From an optimization exercise on the open Yosys and OpenROAD flow, aimed at small area and a short achievable clock period; shortcuts taken in it are not production practice. RTL that was checked went through simulation tests only; none was proved equivalent to the original. No activity file was given, so power comes from the tool's default toggle rates.

==> maple: inputs <==
==> flow/design.v <==
package ahb_pkg;
    localparam int HADDR_WIDTH = 32;
    localparam int HDATA_WIDTH = 32;
    typedef enum logic [1:0] {
        IDLE   = 2'b00,
        BUSY   = 2'b01,
        NONSEQ = 2'b10,
        SEQ    = 2'b11
    } htrans_t;
    typedef enum logic [2:0] {
        BYTE = 3'b000,
        HALF = 3'b001,
        WORD = 3'b010
    } hsize_t;
    typedef enum logic {
        OKAY  = 1'b0,
        ERROR = 1'b1
    } hresp_t;
    localparam logic [3:0] REGION_ITCM = 4'h0;
    localparam logic [3:0] REGION_DTCM = 4'h2;
    localparam logic [3:0] REGION_APB  = 4'h4;
    function automatic logic [HDATA_WIDTH/8-1:0] byte_strb(hsize_t size, logic [1:0] addr);
        logic [HDATA_WIDTH/8-1:0] strb;
        case (size)
            3'b000:  strb = {{(HDATA_WIDTH/8-1){1'b0}}, 1'b1} << addr;
            3'b001:  strb = {{(HDATA_WIDTH/8-2){1'b0}}, 2'b11} << {addr[1], 1'b0};
            default: strb = '1;
        endcase
        byte_strb = strb;
    endfunction
endpackage
package apb_pkg;
    localparam int PADDR_WIDTH = 16;
    typedef enum logic [1:0] {
        IDLE    = 2'b00,
        WAIT_EN = 2'b01,
        SETUP   = 2'b10,
        ACCESS  = 2'b11
    } apb_state_t;
endpackage
module soc_top #(
    parameter int ITCM_DEPTH    = 64,
    parameter int DTCM_DEPTH    = 64,
    parameter int APB_MEM_DEPTH = 64,
    parameter int DIV_WID       = 4
) (
    input  logic                            hclk,
    input  logic                            hresetn,
    input  logic [DIV_WID-1:0]              div_factor_i,
    input  logic [ahb_pkg::HADDR_WIDTH-1:0] haddr_i,
    input  ahb_pkg::htrans_t                htrans_i,
    input  logic                            hwrite_i,
    input  ahb_pkg::hsize_t                 hsize_i,
    input  logic [ahb_pkg::HDATA_WIDTH-1:0] hwdata_i,
    output logic [ahb_pkg::HDATA_WIDTH-1:0] hrdata_o,
    output logic                            hready_o,
    output ahb_pkg::hresp_t                 hresp_o
);
    localparam int DEPTH = 64;
    localparam int AW    = 6;
    localparam int NB    = 4;
    logic       trans;
    logic       rg_itcm, rg_dtcm, rg_apb, rg_none;
    logic [3:0] strb_ap;
    assign trans   = htrans_i[1];
    assign rg_itcm = (haddr_i[31:28] == ahb_pkg::REGION_ITCM);
    assign rg_dtcm = (haddr_i[31:28] == ahb_pkg::REGION_DTCM);
    assign rg_apb  = (haddr_i[31:28] == ahb_pkg::REGION_APB);
    assign rg_none = !(rg_itcm || rg_dtcm || rg_apb);
    assign strb_ap = ahb_pkg::byte_strb(hsize_i, haddr_i[1:0]);
    logic                rdy_q;     
    logic                nrdy_q;    
    logic                resp_q;    
    logic                err1_q;    
    apb_pkg::apb_state_t st_q;      
    logic [DIV_WID-1:0]  cnt_q;     
    logic                wr_i_q;    
    logic                wr_d_q;    
    logic                pclken;
    logic                unmapped;
    logic                start;
    apb_pkg::apb_state_t st_n;
    logic                err1_n;
    assign rdy_q    = !nrdy_q;
    assign pclken   = (cnt_q == '0);
    assign unmapped = rdy_q && trans && rg_none;
    assign start    = rdy_q && trans && rg_apb;
    always_comb begin
        st_n = st_q;
        case (st_q)
            apb_pkg::IDLE:    if (start)  st_n = apb_pkg::WAIT_EN;
            apb_pkg::WAIT_EN: if (pclken) st_n = apb_pkg::SETUP;
            apb_pkg::SETUP:   if (pclken) st_n = apb_pkg::ACCESS;
            default:          if (pclken) st_n = apb_pkg::IDLE;
        endcase
    end
    assign err1_n = !err1_q && unmapped;
    always_ff @(posedge hclk or negedge hresetn) begin
        if (!hresetn) begin
            nrdy_q <= 1'b0;
            resp_q <= ahb_pkg::OKAY;
            err1_q <= 1'b0;
            st_q   <= apb_pkg::IDLE;
            cnt_q  <= '0;
            wr_i_q <= 1'b0;
            wr_d_q <= 1'b0;
        end else begin
            nrdy_q <= err1_n || (st_n != apb_pkg::IDLE);
            resp_q <= err1_q || unmapped;
            err1_q <= err1_n;
            st_q   <= st_n;
            cnt_q  <= pclken ? div_factor_i : cnt_q - 1'b1;
            wr_i_q <= rdy_q && trans && hwrite_i && rg_itcm;
            wr_d_q <= rdy_q && trans && hwrite_i && rg_dtcm;
        end
    end
    assign hready_o = rdy_q;
    assign hresp_o  = ahb_pkg::hresp_t'(resp_q);
    logic [7:0]    a_lo_n;
    logic [7:0]    a_hi;
    logic [NB-1:0] a_strb;
    logic          a_write;
    always_ff @(posedge hclk) begin
        if (rdy_q) begin
            for (int j = 0; j < 8; j++) begin
                a_lo_n[j] <= (haddr_i[4:2] != 3'(j));
                a_hi[j]   <= (haddr_i[7:5] == 3'(j));
            end
            a_strb  <= strb_ap;
            a_write <= hwrite_i;
        end
    end
    logic apb_acc;
    logic apb_we;
    assign apb_acc = (st_q == apb_pkg::ACCESS);
    assign apb_we  = apb_acc && pclken && a_write;
    logic [DEPTH-1:0][31:0] itcm_q;
    logic [DEPTH-1:0][31:0] dtcm_q;
    logic [DEPTH-1:0][31:0] apbm_q;
    logic [2:0]                 wr_m;
    logic [2:0][7:0][NB-1:0]    row_n;
    logic [2:0][DEPTH-1:0][3:0] we;
    assign wr_m = {apb_we, wr_d_q, wr_i_q};
    always_comb begin
        for (int m = 0; m < 3; m++)
            for (int j = 0; j < 8; j++)
                for (int b = 0; b < NB; b++)
                    row_n[m][j][b] = !(wr_m[m] && a_hi[j] && a_strb[b]);
    end
    for (genvar m = 0; m < 3; m++) begin : g_we
        for (genvar w = 0; w < DEPTH; w++) begin : g_w
            for (genvar b = 0; b < NB; b++) begin : g_b
                rd_nor2 u (.a(row_n[m][w/8][b]), .b(a_lo_n[w%8]), .y(we[m][w][b]));
            end
        end
    end
    always_ff @(posedge hclk) begin
        for (int w = 0; w < DEPTH; w++) begin
            for (int b = 0; b < NB; b++) begin
                if (we[0][w][b]) itcm_q[w][8*b +: 8] <= hwdata_i[8*b +: 8];
                if (we[1][w][b]) dtcm_q[w][8*b +: 8] <= hwdata_i[8*b +: 8];
                if (we[2][w][b]) apbm_q[w][8*b +: 8] <= hwdata_i[8*b +: 8];
            end
        end
    end
    logic [2:0] ha_t, ha_f;     
    logic [2:0] hb_t, hb_f;     
    logic       hr_i, hr_d;     
    logic       nacc;
    assign ha_t = haddr_i[4:2];
    assign ha_f = ~haddr_i[4:2];
    assign hb_t = haddr_i[7:5];
    assign hb_f = ~haddr_i[7:5];
    assign hr_i = !haddr_i[29];
    assign hr_d = haddr_i[29];
    assign nacc = !apb_acc;
    logic [NB-1:0][7:0]       p_lo_n;     
    logic [NB-1:0][7:0]       p_hi_i_n;   
    logic [NB-1:0][7:0]       p_hi_d_n;   
    logic [NB-1:0][7:0]       p_hi_a_n;   
    logic [NB-1:0][DEPTH-1:0] sel_i, sel_d, sel_a;
    for (genvar b = 0; b < NB; b++) begin : g_dec
        for (genvar j = 0; j < 8; j++) begin : g_p
            rd_nand4 u_lo (.a(j[0] ? ha_t[0] : ha_f[0]), .b(j[1] ? ha_t[1] : ha_f[1]),
                           .c(j[2] ? ha_t[2] : ha_f[2]), .d(nacc), .y(p_lo_n[b][j]));
            rd_nand4 u_hi (.a(j[0] ? hb_t[0] : hb_f[0]), .b(j[1] ? hb_t[1] : hb_f[1]),
                           .c(j[2] ? hb_t[2] : hb_f[2]), .d(hr_i), .y(p_hi_i_n[b][j]));
            rd_nand4 u_hd (.a(j[0] ? hb_t[0] : hb_f[0]), .b(j[1] ? hb_t[1] : hb_f[1]),
                           .c(j[2] ? hb_t[2] : hb_f[2]), .d(hr_d), .y(p_hi_d_n[b][j]));
            rd_nand2 u_ha (.a(apb_acc), .b(a_hi[j]), .y(p_hi_a_n[b][j]));
        end
        for (genvar w = 0; w < DEPTH; w++) begin : g_sel
            rd_nor2 u_i (.a(p_hi_i_n[b][w/8]), .b(p_lo_n[b][w%8]), .y(sel_i[b][w]));
            rd_nor2 u_d (.a(p_hi_d_n[b][w/8]), .b(p_lo_n[b][w%8]), .y(sel_d[b][w]));
            rd_nor2 u_a (.a(p_hi_a_n[b][w/8]), .b(a_lo_n[w%8]), .y(sel_a[b][w]));
        end
    end
    logic          fwd;
    logic [NB-1:0] fwd_b, fwd_b_n;
    assign fwd = ((wr_i_q && !haddr_i[29]) || (wr_d_q && haddr_i[29])) &&
                 !a_lo_n[haddr_i[4:2]] && a_hi[haddr_i[7:5]];
    always_comb begin
        for (int b = 0; b < NB; b++) begin
            fwd_b[b]   = fwd && a_strb[b];
            fwd_b_n[b] = !fwd_b[b];
        end
    end
    logic [31:0] rd_n;
    logic [31:0] rdata_q;
    for (genvar k = 0; k < 32; k++) begin : g_rd
        logic [63:0] t1;    
        logic [15:0] t2;    
        logic [7:0]  t3;    
        logic [1:0]  t4;    
        logic [2:0]  t5;    
        for (genvar w = 0; w < 64; w++) begin : g_t1
            rd_aoi222 u (.a1(sel_i[k/8][w]), .a2(itcm_q[w][k]),
                         .b1(sel_d[k/8][w]), .b2(dtcm_q[w][k]),
                         .c1(sel_a[k/8][w]), .c2(apbm_q[w][k]), .y(t1[w]));
        end
        for (genvar j = 0; j < 16; j++) begin : g_t2
            rd_nand4 u (.a(t1[4*j]), .b(t1[4*j+1]), .c(t1[4*j+2]), .d(t1[4*j+3]), .y(t2[j]));
        end
        for (genvar j = 0; j < 8; j++) begin : g_t3
            rd_nor2 u (.a(t2[2*j]), .b(t2[2*j+1]), .y(t3[j]));
        end
        for (genvar j = 0; j < 2; j++) begin : g_t4
            rd_nand4 u (.a(t3[4*j]), .b(t3[4*j+1]), .c(t3[4*j+2]), .d(t3[4*j+3]), .y(t4[j]));
        end
        rd_nand2 u_t50 (.a(fwd_b_n[k/8]), .b(t4[0]), .y(t5[0]));
        rd_nand2 u_t51 (.a(fwd_b_n[k/8]), .b(t4[1]), .y(t5[1]));
        rd_nand2 u_t52 (.a(fwd_b[k/8]), .b(hwdata_i[k]), .y(t5[2]));
        rd_nand3 u_t6 (.a(t5[0]), .b(t5[1]), .c(t5[2]), .y(rd_n[k]));
    end
    always_ff @(posedge hclk) begin
        rdata_q <= rd_n;
    end
    assign hrdata_o = rdata_q;
endmodule
module rd_aoi222 (
    input  logic a1, a2, b1, b2, c1, c2,
    output logic y
);
    assign y = !((a1 && a2) || (b1 && b2) || (c1 && c2));
endmodule
module rd_nand4 (
    input  logic a, b, c, d,
    output logic y
);
    assign y = !(a && b && c && d);
endmodule
module rd_nor2 (
    input  logic a, b,
    output logic y
);
    assign y = !(a || b);
endmodule
module rd_nand2 (
    input  logic a, b,
    output logic y
);
    assign y = !(a && b);
endmodule
module rd_nand3 (
    input  logic a, b, c,
    output logic y
);
    assign y = !(a && b && c);
endmodule
==> flow/run.sh <==
#!/bin/bash
# synth_recipe.tcl (not shown) runs the flow's synth.tcl, then flattens the netlist and writes it again
# the make line also repeats each setting of config.mk as NAME=value (left out here)
make -C /OpenROAD-flow-scripts/flow DESIGN_CONFIG=/design/flow/config.mk WORK_HOME=/design/flow/orfs CLKGATE_MAP_FILE= SYNTH_SCRIPT=/design/flow/synth_recipe.tcl finish
==> flow/config.mk <==
export PLATFORM = sky130hd
export DESIGN_NAME = soc_top
export DESIGN_NICKNAME = soc_top
export VERILOG_FILES = /design/flow/design.v
export SDC_FILE = /design/flow/constraint.sdc
export NUM_CORES = 8
export LEC_CHECK = 0
export CAP_MARGIN = 20
export CORE_MARGIN = 2
export CORE_UTILIZATION = 50
export CTS_CLUSTER_DIAMETER = 100
export CTS_CLUSTER_SIZE = 24
export SETUP_SLACK_MARGIN = 4.3
export SLEW_MARGIN = 20
export SYNTH_HIERARCHICAL = 1
==> flow/constraint.sdc <==
create_clock -name core_clock -period 7.5 [get_ports {hclk}]
set_input_delay 1.5000 -clock core_clock [delete_from_list [all_inputs] [get_ports {hclk}]]
set_output_delay 1.5000 -clock core_clock [all_outputs]
set_load 0.01 [all_outputs]
==> inputs of violet, as changes to maple <==
--- a/flow/design.v
+++ b/flow/design.v
@@ -77,11 +77,17 @@
     logic                wr_i_q;    
     logic                wr_d_q;    
+    logic                npclk_q;   
+    logic                acc_q;     
+    logic                apb_we_q;  
     logic                pclken;
     logic                unmapped;
     logic                start;
     apb_pkg::apb_state_t st_n;
+    logic [DIV_WID-1:0]  cnt_n;
     logic                err1_n;
+    logic                a_write;
     assign rdy_q    = !nrdy_q;
-    assign pclken   = (cnt_q == '0);
+    assign pclken   = !npclk_q;
+    assign cnt_n    = pclken ? div_factor_i : cnt_q - 1'b1;
     assign unmapped = rdy_q && trans && rg_none;
     assign start    = rdy_q && trans && rg_apb;
@@ -105,4 +111,7 @@
             wr_i_q <= 1'b0;
             wr_d_q <= 1'b0;
+            npclk_q  <= 1'b0;
+            acc_q    <= 1'b0;
+            apb_we_q <= 1'b0;
         end else begin
             nrdy_q <= err1_n || (st_n != apb_pkg::IDLE);
@@ -110,5 +119,8 @@
             err1_q <= err1_n;
             st_q   <= st_n;
-            cnt_q  <= pclken ? div_factor_i : cnt_q - 1'b1;
+            cnt_q  <= cnt_n;
+            npclk_q  <= (cnt_n != '0);
+            acc_q    <= (st_n == apb_pkg::ACCESS);
+            apb_we_q <= (st_n == apb_pkg::ACCESS) && (cnt_n == '0) && a_write;
             wr_i_q <= rdy_q && trans && hwrite_i && rg_itcm;
             wr_d_q <= rdy_q && trans && hwrite_i && rg_dtcm;
@@ -119,6 +131,6 @@
     logic [7:0]    a_lo_n;
     logic [7:0]    a_hi;
+    logic [7:0]    a_lo_r_n;   
     logic [NB-1:0] a_strb;
-    logic          a_write;
     always_ff @(posedge hclk) begin
         if (rdy_q) begin
@@ -126,4 +138,5 @@
                 a_lo_n[j] <= (haddr_i[4:2] != 3'(j));
                 a_hi[j]   <= (haddr_i[7:5] == 3'(j));
+                a_lo_r_n[j] <= !((haddr_i[4:2] == 3'(j)) && rg_apb);
             end
             a_strb  <= strb_ap;
@@ -133,6 +146,6 @@
     logic apb_acc;
     logic apb_we;
-    assign apb_acc = (st_q == apb_pkg::ACCESS);
-    assign apb_we  = apb_acc && pclken && a_write;
+    assign apb_acc = acc_q;
+    assign apb_we  = apb_we_q;
     logic [DEPTH-1:0][31:0] itcm_q;
     logic [DEPTH-1:0][31:0] dtcm_q;
@@ -182,6 +195,6 @@
     for (genvar b = 0; b < NB; b++) begin : g_dec
         for (genvar j = 0; j < 8; j++) begin : g_p
-            rd_nand4 u_lo (.a(j[0] ? ha_t[0] : ha_f[0]), .b(j[1] ? ha_t[1] : ha_f[1]),
-                           .c(j[2] ? ha_t[2] : ha_f[2]), .d(nacc), .y(p_lo_n[b][j]));
+            rd_nand3 u_lo (.a(j[0] ? ha_t[0] : ha_f[0]), .b(j[1] ? ha_t[1] : ha_f[1]),
+                           .c(j[2] ? ha_t[2] : ha_f[2]), .y(p_lo_n[b][j]));
             rd_nand4 u_hi (.a(j[0] ? hb_t[0] : hb_f[0]), .b(j[1] ? hb_t[1] : hb_f[1]),
                            .c(j[2] ? hb_t[2] : hb_f[2]), .d(hr_i), .y(p_hi_i_n[b][j]));
@@ -193,9 +206,10 @@
             rd_nor2 u_i (.a(p_hi_i_n[b][w/8]), .b(p_lo_n[b][w%8]), .y(sel_i[b][w]));
             rd_nor2 u_d (.a(p_hi_d_n[b][w/8]), .b(p_lo_n[b][w%8]), .y(sel_d[b][w]));
-            rd_nor2 u_a (.a(p_hi_a_n[b][w/8]), .b(a_lo_n[w%8]), .y(sel_a[b][w]));
+            rd_nor2 u_a (.a(p_hi_a_n[b][w/8]), .b(a_lo_r_n[w%8]), .y(sel_a[b][w]));
         end
     end
     logic          fwd;
     logic [NB-1:0] fwd_b, fwd_b_n;
+    logic [NB-1:0] tcm_en;     
     assign fwd = ((wr_i_q && !haddr_i[29]) || (wr_d_q && haddr_i[29])) &&
                  !a_lo_n[haddr_i[4:2]] && a_hi[haddr_i[7:5]];
@@ -204,4 +218,5 @@
             fwd_b[b]   = fwd && a_strb[b];
             fwd_b_n[b] = !fwd_b[b];
+            tcm_en[b]  = !fwd_b[b] && nacc;
         end
     end
@@ -213,9 +228,11 @@
         logic [7:0]  t3;    
         logic [1:0]  t4;    
-        logic [2:0]  t5;    
+        logic [21:0] u1;    
+        logic [5:0]  u2;    
+        logic [1:0]  u3;    
+        logic        u4;    
+        logic [3:0]  t5;    
         for (genvar w = 0; w < 64; w++) begin : g_t1
-            rd_aoi222 u (.a1(sel_i[k/8][w]), .a2(itcm_q[w][k]),
-                         .b1(sel_d[k/8][w]), .b2(dtcm_q[w][k]),
-                         .c1(sel_a[k/8][w]), .c2(apbm_q[w][k]), .y(t1[w]));
+            assign t1[w] = !((sel_i[k/8][w] && itcm_q[w][k]) || (sel_d[k/8][w] && dtcm_q[w][k]));
         end
         for (genvar j = 0; j < 16; j++) begin : g_t2
@@ -228,8 +245,22 @@
             rd_nand4 u (.a(t3[4*j]), .b(t3[4*j+1]), .c(t3[4*j+2]), .d(t3[4*j+3]), .y(t4[j]));
         end
-        rd_nand2 u_t50 (.a(fwd_b_n[k/8]), .b(t4[0]), .y(t5[0]));
-        rd_nand2 u_t51 (.a(fwd_b_n[k/8]), .b(t4[1]), .y(t5[1]));
-        rd_nand2 u_t52 (.a(fwd_b[k/8]), .b(hwdata_i[k]), .y(t5[2]));
-        rd_nand3 u_t6 (.a(t5[0]), .b(t5[1]), .c(t5[2]), .y(rd_n[k]));
+        for (genvar j = 0; j < 21; j++) begin : g_u1
+            rd_aoi222 u (.a1(sel_a[k/8][3*j]),   .a2(apbm_q[3*j][k]),
+                         .b1(sel_a[k/8][3*j+1]), .b2(apbm_q[3*j+1][k]),
+                         .c1(sel_a[k/8][3*j+2]), .c2(apbm_q[3*j+2][k]), .y(u1[j]));
+        end
+        rd_nand2 u_u1l (.a(sel_a[k/8][63]), .b(apbm_q[63][k]), .y(u1[21]));
+        for (genvar j = 0; j < 5; j++) begin : g_u2
+            rd_nand4 u (.a(u1[4*j]), .b(u1[4*j+1]), .c(u1[4*j+2]), .d(u1[4*j+3]), .y(u2[j]));
+        end
+        rd_nand2 u_u2l (.a(u1[20]), .b(u1[21]), .y(u2[5]));
+        rd_nor3 u_u30 (.a(u2[0]), .b(u2[1]), .c(u2[2]), .y(u3[0]));
+        rd_nor3 u_u31 (.a(u2[3]), .b(u2[4]), .c(u2[5]), .y(u3[1]));
+        rd_nand2 u_u4 (.a(u3[0]), .b(u3[1]), .y(u4));
+        rd_nand2 u_t50 (.a(tcm_en[k/8]), .b(t4[0]), .y(t5[0]));
+        rd_nand2 u_t51 (.a(tcm_en[k/8]), .b(t4[1]), .y(t5[1]));
+        rd_nand2 u_t52 (.a(fwd_b_n[k/8]), .b(u4), .y(t5[2]));
+        rd_nand2 u_t53 (.a(fwd_b[k/8]), .b(hwdata_i[k]), .y(t5[3]));
+        rd_nand4 u_t6 (.a(t5[0]), .b(t5[1]), .c(t5[2]), .d(t5[3]), .y(rd_n[k]));
     end
     always_ff @(posedge hclk) begin
@@ -268,2 +299,14 @@
     assign y = !(a && b && c);
 endmodule
+module rd_aoi22 (
+    input  logic a1, a2, b1, b2,
+    output logic y
+);
+    assign y = !((a1 && a2) || (b1 && b2));
+endmodule
+module rd_nor3 (
+    input  logic a, b, c,
+    output logic y
+);
+    assign y = !(a || b || c);
+endmodule
==> flow/flow/run.sh (new file) <==
#!/bin/bash
set -euo pipefail
WORK="$(pwd)"
bash standard.sh PRE_DETAIL_PLACE_TCL="$WORK/flow/movef.tcl" finish > "$WORK/flow_make.log" 2>&1
grep -h "^move " "$WORK"/orfs/logs/*/soc_top/base/3_5_place_dp.log > "$WORK/flow_moves.log" || true
==> flow/flow/movef.tcl (new file) <==
# Move the flip-flop (and any inverter/buffer between) that drives each named
# output port next to that port's output buffer, before legalization.
set blk [ord::get_db_block]
proc drv_of {net} {
  foreach it [$net getITerms] { if {[$it isOutputSignal]} { return [$it getInst] } }
  return "NULL"
}
foreach pname {hready_o hresp_o} {
  set bt [$blk findBTerm $pname]
  if {$bt == "NULL"} continue
  set obuf [drv_of [$bt getNet]]
  if {$obuf == "NULL"} continue
  set loc [$obuf getLocation]
  set x [lindex $loc 0]; set y [lindex $loc 1]
  set cur $obuf
  for {set d 0} {$d < 4} {incr d} {
    set in "NULL"
    foreach it [$cur getITerms] { if {[$it isInputSignal] && [[$it getMTerm] getSigType] == "SIGNAL"} { set in [$it getNet]; break } }
    if {$in == "NULL"} break
    set drv [drv_of $in]
    if {$drv == "NULL"} break
    set dx [expr {$x + ($d + 1) * 6000}]
    puts "move [$drv getName] ([[$drv getMaster] getName]) to $dx $y"
    $drv setLocation $dx $y
    if {[string match "*DFF*" [$drv getName]]} break
    set cur $drv
  }
}
==> flow/standard.sh (new file) <==
#!/bin/bash
# synth_recipe.tcl (not shown) runs the flow's synth.tcl, then flattens the netlist and writes it again
# the make line also repeats each setting of config.mk as NAME=value (left out here)
make -C /OpenROAD-flow-scripts/flow DESIGN_CONFIG=/design/flow/config.mk WORK_HOME=/design/flow/orfs CLKGATE_MAP_FILE= SYNTH_SCRIPT=/design/flow/synth_recipe.tcl "${@:-finish}"
CORE_UTILIZATION = 65   (was 50)
CTS_CLUSTER_SIZE = 27   (was 24)
PLACE_DENSITY = 0.72   (was not set)
SETUP_SLACK_MARGIN = 4.45   (was 4.3)
removed: flow/run.sh
==> inputs of lagoon, as changes to maple <==
--- a/flow/design.v
+++ b/flow/design.v
@@ -213,9 +213,11 @@
         logic [7:0]  t3;    
         logic [1:0]  t4;    
-        logic [2:0]  t5;    
+        logic [21:0] u1;    
+        logic [5:0]  u2;    
+        logic [1:0]  u3;    
+        logic        u4;    
+        logic [3:0]  t5;    
         for (genvar w = 0; w < 64; w++) begin : g_t1
-            rd_aoi222 u (.a1(sel_i[k/8][w]), .a2(itcm_q[w][k]),
-                         .b1(sel_d[k/8][w]), .b2(dtcm_q[w][k]),
-                         .c1(sel_a[k/8][w]), .c2(apbm_q[w][k]), .y(t1[w]));
+            assign t1[w] = !((sel_i[k/8][w] && itcm_q[w][k]) || (sel_d[k/8][w] && dtcm_q[w][k]));
         end
         for (genvar j = 0; j < 16; j++) begin : g_t2
@@ -228,8 +230,22 @@
             rd_nand4 u (.a(t3[4*j]), .b(t3[4*j+1]), .c(t3[4*j+2]), .d(t3[4*j+3]), .y(t4[j]));
         end
+        for (genvar j = 0; j < 21; j++) begin : g_u1
+            rd_aoi222 u (.a1(sel_a[k/8][3*j]),   .a2(apbm_q[3*j][k]),
+                         .b1(sel_a[k/8][3*j+1]), .b2(apbm_q[3*j+1][k]),
+                         .c1(sel_a[k/8][3*j+2]), .c2(apbm_q[3*j+2][k]), .y(u1[j]));
+        end
+        rd_nand2 u_u1l (.a(sel_a[k/8][63]), .b(apbm_q[63][k]), .y(u1[21]));
+        for (genvar j = 0; j < 5; j++) begin : g_u2
+            rd_nand4 u (.a(u1[4*j]), .b(u1[4*j+1]), .c(u1[4*j+2]), .d(u1[4*j+3]), .y(u2[j]));
+        end
+        rd_nand2 u_u2l (.a(u1[20]), .b(u1[21]), .y(u2[5]));
+        rd_nor3 u_u30 (.a(u2[0]), .b(u2[1]), .c(u2[2]), .y(u3[0]));
+        rd_nor3 u_u31 (.a(u2[3]), .b(u2[4]), .c(u2[5]), .y(u3[1]));
+        rd_nand2 u_u4 (.a(u3[0]), .b(u3[1]), .y(u4));
         rd_nand2 u_t50 (.a(fwd_b_n[k/8]), .b(t4[0]), .y(t5[0]));
         rd_nand2 u_t51 (.a(fwd_b_n[k/8]), .b(t4[1]), .y(t5[1]));
-        rd_nand2 u_t52 (.a(fwd_b[k/8]), .b(hwdata_i[k]), .y(t5[2]));
-        rd_nand3 u_t6 (.a(t5[0]), .b(t5[1]), .c(t5[2]), .y(rd_n[k]));
+        rd_nand2 u_t52 (.a(fwd_b_n[k/8]), .b(u4), .y(t5[2]));
+        rd_nand2 u_t53 (.a(fwd_b[k/8]), .b(hwdata_i[k]), .y(t5[3]));
+        rd_nand4 u_t6 (.a(t5[0]), .b(t5[1]), .c(t5[2]), .d(t5[3]), .y(rd_n[k]));
     end
     always_ff @(posedge hclk) begin
@@ -268,2 +284,14 @@
     assign y = !(a && b && c);
 endmodule
+module rd_aoi22 (
+    input  logic a1, a2, b1, b2,
+    output logic y
+);
+    assign y = !((a1 && a2) || (b1 && b2));
+endmodule
+module rd_nor3 (
+    input  logic a, b, c,
+    output logic y
+);
+    assign y = !(a || b || c);
+endmodule
==> comparison table <==
| quantity | lagoon | maple | violet |
|---|---|---|---|
| Overall power of the completed layout | 62.0 mW | 62.2 mW | 58.4 mW |
| Multiplexer share of the synthesized area | 0.000378 | 0.000388 | 0.000266 |
| R2R setup slack | 4.22 ns | 3.96 ns | 4.36 ns |
| Count of routing violations after the opening detailed-route iteration | 20300 | 25500 | 23100 |
| First-pass iteration count of the detailed router | 10 | 14 | 13 |
| Number of global-route vias before repair | 123000 | 119000 | 123000 |
| Tightest hold margin | 0.454 ns | 0.449 ns | 0.434 ns |
| Share of power burned in combinational logic | 0.093 | 0.096 | 0.053 |
| Die outline width | 675 um | 666 um | 593 um |
| Outcome | no timing/DRC/antenna violations | no timing/DRC/antenna violations | no timing/DRC/antenna violations |
| Cells after DPL | 18300 | 17000 | 16900 |
| Critical path data required time | 6.00 ns | 8.33 ns | 8.26 ns |
| Crit-path max FO | 1 | 6 | 25 |
| Data arrival time of the critical path | 1.80 ns | 4.42 ns | 3.90 ns |
| Fraction of area in non-clock buffers | 0.0193 | 0.0262 | 0.0187 |
Function not checked in maple: the RTL went through the layout flow alone.

[separate check: timing with driven ports]
In the flow no input, the clock included, has a driving cell. The finished layouts below were timed again as built, in two steps.
Step 1 assumes that a clkbuf_16 drives the clock port and a buf_2 every other input.
Step 2 times the ports against the registers' clock, not the clock port: input delays grow and output delays shrink by t, the midpoint of the rising clock arrivals with the driver on.
a / b / c = ideal ports / drivers / drivers and shift; a / b = the first two.
run | t, ns | setup WS [ns] | worst hold slack (ns) | worst setup path after step 2
maple | 1.058 | 3.915 / 3.803 / 2.745 | 0.449 / 0.449 / 0.449 | input to register
violet | 1.065 | 4.355 / 4.175 / 3.110 | 0.434 / 0.434 / 0.434 | input to register
lagoon | 1.087 | 4.198 / 4.088 / 3.190 | 0.454 / 0.454 / 0.454 | input to register
After both steps every run listed still meets setup and hold. For violet, which loses most, drivers alone change the setup slack by -0.180 ns; drivers and shift together by -1.245 ns.
